This is an optimization exercise on Yosys and OpenROAD, whose aim is a short achievable clock period and few clock cycles, not a production implementation.
In this exercise RTL edits were held to simulation tests only and were not proved equivalent to the original.
Power is estimated from default activity; no workload was simulated.

<file path="config.mk">
export PLATFORM = sky130hd
export DESIGN_NAME = rv_core
export DESIGN_NICKNAME = rv_core
export VERILOG_FILES = /design/flow/design.v
export SDC_FILE = /design/flow/constraint.sdc
export NUM_CORES = 4
export LEC_CHECK = 0
export CAP_MARGIN = 20
export CORE_MARGIN = 2
export CORE_UTILIZATION = 25
export PLACE_DENSITY = 0.4
export SETUP_SLACK_MARGIN = 0.4
export SLEW_MARGIN = 20
</file>
<file path="constraint.sdc">
create_clock -name core_clock -period 12.0 [get_ports {i_clk}]
set_input_delay 2.4000 -clock core_clock [delete_from_list [all_inputs] [get_ports {i_clk}]]
set_output_delay 2.4000 -clock core_clock [all_outputs]
set_load 0.01 [all_outputs]
</file>
<file path="design.v">
`timescale 1ns/1ps
package rv_pkg;
    localparam int XLEN       = 32;
    localparam int REG_ADDR_W = 5;
    typedef enum logic [6:0] {
        OP_LUI    = 7'b0110111,
        OP_AUIPC  = 7'b0010111,
        OP_JAL    = 7'b1101111,
        OP_JALR   = 7'b1100111,
        OP_BRANCH = 7'b1100011,
        OP_LOAD   = 7'b0000011,
        OP_STORE  = 7'b0100011,
        OP_IMM    = 7'b0010011,
        OP_REG    = 7'b0110011
    } opcode_e;
    typedef enum logic [3:0] {
        ADD, SUB, SLL, SLT, SLTU, XOR, SRL, SRA, OR, AND,
        BEQ, BNE, BLT, BGE, BLTU, BGEU        
    } alu_op_e;
    typedef enum logic [1:0] {
        PC_PLUS_FOUR,
        PC_BRANCH,       
        PC_JALR          
    } pc_src_e;
    typedef enum logic {
        SEQ_EXEC,
        SEQ_LOAD_WAIT
    } seq_state_e;
    typedef enum logic [1:0] {
        WB_ALU,
        WB_LINK,
        WB_MEM,
        WB_IMM
    } wb_src_e;
    typedef struct packed {
        logic [REG_ADDR_W-1:0] rd;
        logic [REG_ADDR_W-1:0] rs1;
        logic [REG_ADDR_W-1:0] rs2;
        alu_op_e               alu_op;
        logic                  alu_b_imm;    
        logic                  alu_a_pc;     
        logic                  reg_write;
        wb_src_e               wb_src;
        logic                  is_branch;
        logic                  is_jal;
        logic                  is_jalr;
        logic                  mem_read;
        logic                  mem_write;
    } ctrl_t;
endpackage
`timescale 1ns/1ps
module decoder (
    input  logic [rv_pkg::XLEN-1:0] i_instruction,
    output rv_pkg::ctrl_t           o_ctrl,
    output logic [rv_pkg::XLEN-1:0] o_imm
);
    logic [6:0] opcode;
    logic [2:0] funct3;
    logic       funct7_5;
    rv_pkg::alu_op_e    arith_op;
    logic [rv_pkg::XLEN-1:0] imm_i, imm_s, imm_b, imm_u, imm_j;
    assign opcode   = i_instruction[6:0];
    assign funct3   = i_instruction[14:12];
    assign funct7_5 = i_instruction[30];
    assign imm_i = {{20{i_instruction[31]}}, i_instruction[31:20]};
    assign imm_s = {{20{i_instruction[31]}}, i_instruction[31:25], i_instruction[11:7]};
    assign imm_b = {{19{i_instruction[31]}}, i_instruction[31], i_instruction[7],
                    i_instruction[30:25], i_instruction[11:8], 1'b0};
    assign imm_u = {i_instruction[31:12], 12'b0};
    assign imm_j = {{11{i_instruction[31]}}, i_instruction[31], i_instruction[19:12],
                    i_instruction[20], i_instruction[30:21], 1'b0};
    always_comb begin
        case (funct3)
            3'b000:  arith_op = (opcode == rv_pkg::OP_REG && funct7_5) ? rv_pkg::SUB : rv_pkg::ADD;
            3'b001:  arith_op = rv_pkg::SLL;
            3'b010:  arith_op = rv_pkg::SLT;
            3'b011:  arith_op = rv_pkg::SLTU;
            3'b100:  arith_op = rv_pkg::XOR;
            3'b101:  arith_op = funct7_5 ? rv_pkg::SRA : rv_pkg::SRL;
            3'b110:  arith_op = rv_pkg::OR;
            default: arith_op = rv_pkg::AND;
        endcase
    end
    always_comb begin
        o_ctrl        = '0;      
        o_ctrl.rd     = i_instruction[11:7];
        o_ctrl.rs1    = i_instruction[19:15];
        o_ctrl.rs2    = i_instruction[24:20];
        o_ctrl.alu_op = rv_pkg::ADD;
        o_ctrl.wb_src = rv_pkg::WB_ALU;
        o_imm         = imm_i;
        case (opcode)
            rv_pkg::OP_LUI: begin
                o_imm            = imm_u;
                o_ctrl.reg_write = 1'b1;
                o_ctrl.wb_src    = rv_pkg::WB_IMM;
            end
            rv_pkg::OP_AUIPC: begin
                o_imm            = imm_u;
                o_ctrl.alu_a_pc  = 1'b1;
                o_ctrl.alu_b_imm = 1'b1;
                o_ctrl.reg_write = 1'b1;
            end
            rv_pkg::OP_JAL: begin
                o_imm            = imm_j;
                o_ctrl.is_jal    = 1'b1;
                o_ctrl.reg_write = 1'b1;
                o_ctrl.wb_src    = rv_pkg::WB_LINK;
            end
            rv_pkg::OP_JALR: begin
                o_ctrl.is_jalr   = 1'b1;
                o_ctrl.alu_b_imm = 1'b1;
                o_ctrl.reg_write = 1'b1;
                o_ctrl.wb_src    = rv_pkg::WB_LINK;
            end
            rv_pkg::OP_BRANCH: begin
                o_imm            = imm_b;
                o_ctrl.is_branch = (funct3 != 3'b010) && (funct3 != 3'b011);
                case (funct3)
                    3'b000:  o_ctrl.alu_op = rv_pkg::BEQ;
                    3'b001:  o_ctrl.alu_op = rv_pkg::BNE;
                    3'b100:  o_ctrl.alu_op = rv_pkg::BLT;
                    3'b101:  o_ctrl.alu_op = rv_pkg::BGE;
                    3'b110:  o_ctrl.alu_op = rv_pkg::BLTU;
                    default: o_ctrl.alu_op = rv_pkg::BGEU;
                endcase
            end
            rv_pkg::OP_LOAD: begin
                o_ctrl.alu_b_imm = 1'b1;
                o_ctrl.mem_read  = (funct3 == 3'b010);      
                o_ctrl.reg_write = (funct3 == 3'b010);
                o_ctrl.wb_src    = rv_pkg::WB_MEM;
            end
            rv_pkg::OP_STORE: begin
                o_imm            = imm_s;
                o_ctrl.alu_b_imm = 1'b1;
                o_ctrl.mem_write = (funct3 == 3'b010);      
            end
            rv_pkg::OP_IMM: begin
                o_ctrl.alu_op    = arith_op;
                o_ctrl.alu_b_imm = 1'b1;
                o_ctrl.reg_write = 1'b1;
            end
            rv_pkg::OP_REG: begin
                o_ctrl.alu_op    = arith_op;
                o_ctrl.reg_write = 1'b1;
            end
            default: ;
        endcase
    end
endmodule
`timescale 1ns/1ps
module reg_file (
    input  logic                  i_clk,
    input  logic                  i_reset,
    input  logic [rv_pkg::REG_ADDR_W-1:0] i_rs1,
    input  logic [rv_pkg::REG_ADDR_W-1:0] i_rs2,
    input  logic [rv_pkg::REG_ADDR_W-1:0] i_rd,
    input  logic                  i_write,
    input  logic [rv_pkg::XLEN-1:0]       i_wdata,
    output logic [rv_pkg::XLEN-1:0]       o_rs1_data,
    output logic [rv_pkg::XLEN-1:0]       o_rs2_data
);
    logic [rv_pkg::XLEN-1:0] regs [1:31];    
    always_ff @(posedge i_clk or posedge i_reset) begin
        if (i_reset) begin
            for (int i = 1; i < 32; i++) begin
                regs[i] <= '0;
            end
        end else if (i_write && i_rd != '0) begin
            regs[i_rd] <= i_wdata;
        end
    end
    assign o_rs1_data = (i_rs1 == '0) ? '0 : regs[i_rs1];
    assign o_rs2_data = (i_rs2 == '0) ? '0 : regs[i_rs2];
endmodule
`timescale 1ns/1ps
module alu (
    input  rv_pkg::alu_op_e         i_op,
    input  logic [rv_pkg::XLEN-1:0] i_a,
    input  logic [rv_pkg::XLEN-1:0] i_b,
    output logic [rv_pkg::XLEN-1:0] o_result,
    output logic            o_branch_taken
);
    logic [rv_pkg::XLEN-1:0] sum;
    logic [4:0]      shamt;
    logic            lt_signed, lt_unsigned;
    assign sum         = i_a + i_b;
    assign shamt       = i_b[4:0];
    assign lt_signed   = $signed(i_a) < $signed(i_b);
    assign lt_unsigned = i_a < i_b;
    always_comb begin
        o_result = sum;      
        case (i_op)
            rv_pkg::SUB:     o_result = i_a - i_b;
            rv_pkg::SLL:     o_result = i_a << shamt;
            rv_pkg::SLT:     o_result = {{(rv_pkg::XLEN-1){1'b0}}, lt_signed};
            rv_pkg::SLTU:    o_result = {{(rv_pkg::XLEN-1){1'b0}}, lt_unsigned};
            rv_pkg::XOR:     o_result = i_a ^ i_b;
            rv_pkg::SRL:     o_result = i_a >> shamt;
            rv_pkg::SRA:     o_result = $unsigned($signed(i_a) >>> shamt);
            rv_pkg::OR:      o_result = i_a | i_b;
            rv_pkg::AND:     o_result = i_a & i_b;
            default: ;
        endcase
    end
    always_comb begin
        case (i_op)
            rv_pkg::BEQ:     o_branch_taken = (i_a == i_b);
            rv_pkg::BNE:     o_branch_taken = (i_a != i_b);
            rv_pkg::BLT:     o_branch_taken = lt_signed;
            rv_pkg::BGE:     o_branch_taken = !lt_signed;
            rv_pkg::BLTU:    o_branch_taken = lt_unsigned;
            rv_pkg::BGEU:    o_branch_taken = !lt_unsigned;
            default: o_branch_taken = 1'b0;
        endcase
    end
endmodule
`timescale 1ns/1ps
module pc_unit (
    input  logic            i_clk,
    input  logic            i_reset,
    input  logic            i_hold,
    input  rv_pkg::ctrl_t           i_ctrl,
    input  logic [rv_pkg::XLEN-1:0] i_imm,
    input  logic [rv_pkg::XLEN-1:0] i_alu_result,
    input  logic            i_branch_taken,
    output logic [rv_pkg::XLEN-1:0] o_pc,
    output logic [rv_pkg::XLEN-1:0] o_link
);
    rv_pkg::pc_src_e         pc_src;
    logic [rv_pkg::XLEN-1:0] pc;
    logic [rv_pkg::XLEN-1:0] pc_plus_four;
    logic [rv_pkg::XLEN-1:0] branch_target;
    logic [rv_pkg::XLEN-1:0] jalr_target;
    logic [rv_pkg::XLEN-1:0] pc_next;
    always_comb begin
        if (i_ctrl.is_jal || (i_ctrl.is_branch && i_branch_taken)) begin
            pc_src = rv_pkg::PC_BRANCH;
        end else if (i_ctrl.is_jalr) begin
            pc_src = rv_pkg::PC_JALR;
        end else begin
            pc_src = rv_pkg::PC_PLUS_FOUR;
        end
    end
    assign pc_plus_four  = pc + 32'd4;
    assign branch_target = pc + i_imm;                   
    assign jalr_target   = {i_alu_result[rv_pkg::XLEN-1:1], 1'b0};
    always_comb begin
        case (pc_src)
            rv_pkg::PC_BRANCH: pc_next = branch_target;
            rv_pkg::PC_JALR:   pc_next = jalr_target;
            default:   pc_next = pc_plus_four;
        endcase
    end
    always_ff @(posedge i_clk or posedge i_reset) begin
        if (i_reset) begin
            pc <= '0;
        end else if (!i_hold) begin
            pc <= pc_next;
        end
    end
    assign o_pc   = pc;
    assign o_link = pc_plus_four;    
endmodule
`timescale 1ns/1ps
module load_store_unit (
    input  logic            i_clk,
    input  logic            i_reset,
    input  rv_pkg::ctrl_t           i_ctrl,
    input  logic [rv_pkg::XLEN-1:0] i_alu_result,
    input  logic [rv_pkg::XLEN-1:0] i_store_data,
    input  logic [rv_pkg::XLEN-1:0] i_link,
    input  logic [rv_pkg::XLEN-1:0] i_imm,
    input  logic [rv_pkg::XLEN-1:0] i_bus_read_data,
    output logic [rv_pkg::XLEN-1:0] o_bus_address,
    output logic [rv_pkg::XLEN-1:0] o_bus_wr_data,
    output logic            o_bus_wr_enable,
    output logic            o_bus_rd_enable,
    output logic            o_pc_hold,
    output logic            o_rd_write,
    output logic [rv_pkg::XLEN-1:0] o_rd_data
);
    rv_pkg::seq_state_e state, state_next;
    logic       load_issue;
    assign load_issue = i_ctrl.mem_read && (state == rv_pkg::SEQ_EXEC);
    always_comb begin
        case (state)
            rv_pkg::SEQ_EXEC:      state_next = load_issue ? rv_pkg::SEQ_LOAD_WAIT : rv_pkg::SEQ_EXEC;
            default:       state_next = rv_pkg::SEQ_EXEC;    
        endcase
    end
    always_ff @(posedge i_clk or posedge i_reset) begin
        if (i_reset) begin
            state <= rv_pkg::SEQ_EXEC;
        end else begin
            state <= state_next;
        end
    end
    assign o_bus_address   = i_alu_result;       
    assign o_bus_wr_data   = i_store_data;
    assign o_bus_wr_enable = i_ctrl.mem_write;
    assign o_bus_rd_enable = load_issue;
    assign o_pc_hold       = load_issue;
    assign o_rd_write = i_ctrl.reg_write && !load_issue;
    always_comb begin
        case (i_ctrl.wb_src)
            rv_pkg::WB_LINK: o_rd_data = i_link;
            rv_pkg::WB_MEM:  o_rd_data = i_bus_read_data;
            rv_pkg::WB_IMM:  o_rd_data = i_imm;
            default: o_rd_data = i_alu_result;
        endcase
    end
endmodule
`timescale 1ns/1ps
module rv_core (
    input  logic            i_clk,
    input  logic            i_reset,
    input  logic [rv_pkg::XLEN-1:0] i_instruction,
    input  logic [rv_pkg::XLEN-1:0] i_bus_read_data,
    output logic [rv_pkg::XLEN-1:0] o_rom_pc,
    output logic [rv_pkg::XLEN-1:0] o_bus_address,
    output logic [rv_pkg::XLEN-1:0] o_bus_wr_data,
    output logic            o_bus_wr_enable,
    output logic            o_bus_rd_enable
);
    rv_pkg::ctrl_t           ctrl;
    logic [rv_pkg::XLEN-1:0] imm;
    logic [rv_pkg::XLEN-1:0] rs1_data, rs2_data;
    logic [rv_pkg::XLEN-1:0] alu_a, alu_b;
    logic [rv_pkg::XLEN-1:0] alu_result;
    logic            branch_taken;
    logic [rv_pkg::XLEN-1:0] pc, link;
    logic            pc_hold;
    logic            rd_write;
    logic [rv_pkg::XLEN-1:0] rd_data;
    decoder decoder_i (
        .i_instruction (i_instruction),
        .o_ctrl        (ctrl),
        .o_imm         (imm)
    );
    reg_file reg_file_i (
        .i_clk      (i_clk),
        .i_reset    (i_reset),
        .i_rs1      (ctrl.rs1),
        .i_rs2      (ctrl.rs2),
        .i_rd       (ctrl.rd),
        .i_write    (rd_write),
        .i_wdata    (rd_data),
        .o_rs1_data (rs1_data),
        .o_rs2_data (rs2_data)
    );
    assign alu_a = ctrl.alu_a_pc  ? pc  : rs1_data;
    assign alu_b = ctrl.alu_b_imm ? imm : rs2_data;
    alu alu_i (
        .i_op           (ctrl.alu_op),
        .i_a            (alu_a),
        .i_b            (alu_b),
        .o_result       (alu_result),
        .o_branch_taken (branch_taken)
    );
    pc_unit pc_unit_i (
        .i_clk          (i_clk),
        .i_reset        (i_reset),
        .i_hold         (pc_hold),
        .i_ctrl         (ctrl),
        .i_imm          (imm),
        .i_alu_result   (alu_result),
        .i_branch_taken (branch_taken),
        .o_pc           (pc),
        .o_link         (link)
    );
    load_store_unit load_store_unit_i (
        .i_clk           (i_clk),
        .i_reset         (i_reset),
        .i_ctrl          (ctrl),
        .i_alu_result    (alu_result),
        .i_store_data    (rs2_data),
        .i_link          (link),
        .i_imm           (imm),
        .i_bus_read_data (i_bus_read_data),
        .o_bus_address   (o_bus_address),
        .o_bus_wr_data   (o_bus_wr_data),
        .o_bus_wr_enable (o_bus_wr_enable),
        .o_bus_rd_enable (o_bus_rd_enable),
        .o_pc_hold       (pc_hold),
        .o_rd_write      (rd_write),
        .o_rd_data       (rd_data)
    );
    assign o_rom_pc = pc;    
endmodule
</file>
<file path="run.sh">
#!/bin/bash
# synth_recipe.tcl (not shown) runs the flow's synth.tcl, then flattens the netlist and writes it again
# the make line also repeats each setting of config.mk as NAME=value (left out here)
make -C /OpenROAD-flow-scripts/flow DESIGN_CONFIG=/design/flow/config.mk WORK_HOME=/design/flow/orfs CLKGATE_MAP_FILE= SYNTH_SCRIPT=/design/flow/synth_recipe.tcl finish
</file>
==> run notes <==
Slew Limit Headroom 24.2%; drt total wl 490 mm; Total Routing Usage GR 36.4%; first-pass iteration count of the detailed router 6; final cell count without fillers 11.6k; area of the mapped netlist 0.0642 sq mm; part of the Yosys area used for sequential elements between 30% and 40%; Boundary Pins 164; Clock Pin Slew Worst Setup and Hold Paths 60 ps; final number of hold-violating endpoints 0; global-route wire length before repair 649 mm; total DRC errors in the routed layout 0; Peak Freq between 80 and 90 MHz; Layout area overhead 25.8%; TritonCTS clock tree done; gate family responsible for the most delay along the worst path buffers and inverters; total nets after synthesis 7790; total number of clock tree sinks slightly above 1k; setup ws final around 430 ps; initial drt markers 9789; type of the most critical hold path reg -> reg; flop2flop setup slack 4790 ps; residual overflow from global routing 0; number of distinct library cell variants in the gate-level netlist after synthesis 105; capture point of the worst path o_bus_address[21]; post-route clock period utilization 96.4%; worst-path cell with the longest stage delay sky130_fd_sc_hd__nor3_4; GR Layer Usage met2 a little under three fifths; Worst Path Required 9600 ps; synthesis warning total 6; origin of the critical flop-to-flop path reg_file_i.regs[31][0]; GRT Max-Usage Layer met2; Die Ht 511 microns; total number of H-tree levels 4; stages on the worst setup path 34; Final Wtd Congestion 1.04; primary flip-flop cell chosen by synthesis mapping sky130_fd_sc_hd__dfrtp_1; Power, Total 0.0105 W; result of the run complete, no violations; Worst Max-Slew Pin Slew 1130 ps; DIE WIDTH approximately 510 microns; cts bufs inserted roughly 130; total of buffers placed on input and output ports about 160; CP bufs+invs 13; met3 track demand over resource between 7 and 8%; register bit total from synthesis ~1k; unrepaired setup endpoints after global routing yes; cell chosen for the clock root sky130_fd_sc_hd__clkbuf_16; Static Leakage approximately 36 nW; most frequent cell on the critical path sky130_fd_sc_hd__buf_4; initial core utilization between 20 and 30%; largest fanout on the critical path 13; type of destination of the critical path output pin; Critical Path Start Type input pin; CTS Hold Bufs 0; worst slack at placement -671 ps; instance area after placement 0.0756 sq mm; endpoint of the worst-slack reg-to-reg timing path pc_unit_i.pc[31]; Max Cap Violations 0; detailed-placement wirelength estimate 360 mm; ratio of cells with drive above 1 in the final layout 19.7%; slowest cell delay on critical path 490 ps; placeable core region approximately 0.26 sq mm; final-report setup violation count 0; total number of nets in the final design 8295; share of async-settable or async-resettable flops after synthesis between 90% and 100%; CTS Buffer Depth 3; Worst Path Arrival 9170 ps; highest-count cells in the layout ignoring fill and taps sky130_fd_sc_hd__nand2_1 (1147), sky130_fd_sc_hd__dfrtp_1 (1025), sky130_fd_sc_hd__o21ai_0 (887), sky130_fd_sc_hd__buf_4 (859), sky130_fd_sc_hd__a22oi_1 (399); average cell area after synthesis 8.45 sq um; average detailed-routed wire length per instance roughly 42 microns; met1 layer usage reported by global route 47.0%; Die Outline Area 0.261 sq mm; FF-to-FF path depth 29; cell area after layout approximately 0.08 sq mm; power per standard cell area 130 mW/mm^2; largest vdd supply drop 0.160 mV; clock skew 45.8 ps; setup_tns 0 ps; Avg Vias per Cell 6.11; total number of vias just over 70k; gate count of the mapped netlist 7592; time the final worst path needs with I/O delays and setup 11570 ps; pin count of the biggest net entering global routing 178; total placed cells including tap cells 11.3k; number of synthesized flops with an enable pin 0; number of antenna violations at the first check in global routing 45; origin of the worst setup path i_instruction[24]; Crit Path Category in -> out; worst-skew pair later-pin latency 830 ps; Std-Cell Rows 186; commonest non-fill, non-tap cell in the layout sky130_fd_sc_hd__nand2_1; number of nets still failing antenna checks after routing 0; Slew Viols, Final 0; number of global-route vias before repair 67.6k
==> timing repair <==
action | 4_1_cts | 5_1_grt
gates resized for setup | 58 | 54
buffers inserted | 2 | 4
setup endpoints to repair | 20 | 17
pin swaps | 6 | 22
hold endpoints to repair | 0 | 0
==> layout make-up <==
type / instances / area [sq um]
diodes: 18 / 45.0
repair buffers: 1087 / 9280
fillers: 27166 / 175000
clock buffers: 190 / 3880
multi-input cells: 5704 / 36400
clock inverters: 49 / 682
well taps: 3384 / 4230
flip-flops and latches: 1025 / 25600
inverters: 145 / 548
==> logic make-up (layout without fill, tap and decap cells) <==
family	count (synthesis)	in the layout	synth area share [%]
AOI/OAI and AO/OA	2598	2598	26.7
and+or+nand+nor	2597	2597	19.1
DFF	1025	1025	40.0
buffers and inverters	863	1471	5.52
muxes	293	293	4.96
adders and majority gates	133	133	2.62
xor gates and xnor gates	83	83	1.13
other	0	18	0
==> per-stage QoR <==
| step | hold slack, ps | utilization [%] |
|---|---|---|
| floorplan | 455 | - |
| global route | 527 | 31.5 |
| CTS | 502 | 31.4 |
| global placement | 480 | 29.5 |
| detailed placement | 489 | 29.5 |
| finish | 505 | 31.5 |
==> flip-flops by register name, indices dropped and copies added, names as in the netlist <==
register,count
pc_unit_i.pc,32
load_store_unit_i.state,1
reg_file_i.regs,992
==> metal layers <==
layer  part of all wire (%)  wire [microns]  vias up
met5                  0.011              52        -
met4                    7.3           35900        8
met3                    8.4           41000     1175
met2                     43          213000     4311
met1                     41          200000    36227
li1                       -               -    29117
==> cells in the mapped netlist, types with 139 or more instances <==
| master | count | area (sq um) |
|---|---|---|
| sky130_fd_sc_hd__nand2_1 | 1180 | 4430 |
| sky130_fd_sc_hd__dfrtp_1 | 1025 | 25600 |
| sky130_fd_sc_hd__o21ai_0 | 902 | 4510 |
| sky130_fd_sc_hd__clkbuf_1 | 535 | 2010 |
| sky130_fd_sc_hd__a22oi_1 | 399 | 3000 |
| sky130_fd_sc_hd__nor2_1 | 347 | 1300 |
| sky130_fd_sc_hd__and3_1 | 336 | 2100 |
| sky130_fd_sc_hd__a21oi_1 | 319 | 1600 |
| sky130_fd_sc_hd__nand3_1 | 261 | 1310 |
| sky130_fd_sc_hd__mux2_2 | 177 | 1990 |
| sky130_fd_sc_hd__a221oi_1 | 172 | 1510 |
| sky130_fd_sc_hd__inv_1 | 139 | 522 |
==> power breakdown <==
group / switching, W / total, W / internal (W)
clock: 0.00176 / 0.00430 / 0.00254
combinational: 0.00149 / 0.00227 / 0.000778
sequential: 0.000316 / 0.00389 / 0.00358
==> tightest hold or removal path, stage by stage, from the launching register on <==
cell	delay, ps
sky130_fd_sc_hd__dfrtp_1	360
sky130_fd_sc_hd__nand2_1	50
sky130_fd_sc_hd__o21ai_0	60
==> worst min path at each step <==
| stage | startpoint | end | slack [ps] | cells past startpoint |
|---|---|---|---|---|
| after floorplan | reg_file_i.regs[11][2] | reg_file_i.regs[11][2] | 460 | 2 |
| after global placement | reg_file_i.regs[10][4] | reg_file_i.regs[10][4] | 480 | 2 |
| after detailed placement | reg_file_i.regs[10][4] | reg_file_i.regs[10][4] | 490 | 2 |
| after CTS | reg_file_i.regs[10][4] | reg_file_i.regs[10][4] | 500 | 2 |
| after global routing | reg_file_i.regs[10][4] | reg_file_i.regs[10][4] | 530 | 2 |
| final | reg_file_i.regs[16][29] | reg_file_i.regs[16][29] | 500 | 2 |
Testbench counts, summed over its fixed seeds: cycles 33,899.

[afterwards: timing with drivers on the ports]
In the flow no input, the clock included, has a driving cell. The finished layout below was timed again as built, in two steps.
Step 1, drivers: a clkbuf_16 drives i_clk and a buf_2 each remaining input, both assumed.
Step 2 also shifts input and output timing later by t, the mid clock arrival at the registers, as if the neighbouring blocks saw the same clock.
a / b / c = no drivers / after step 1 / after step 2; a / b = the first two.
t (ns): 0.904
slack for setup (ns): 0.427 / 0.392 / 0.392
hold slack, ns: 0.505 / 0.505 / 0.505
clock arrival spread, ns: 0.046 / 0.046
After both steps setup and hold are still met in this run. The setup slack of this run moves by -0.035 ns with the drivers and by -0.035 ns with both steps.
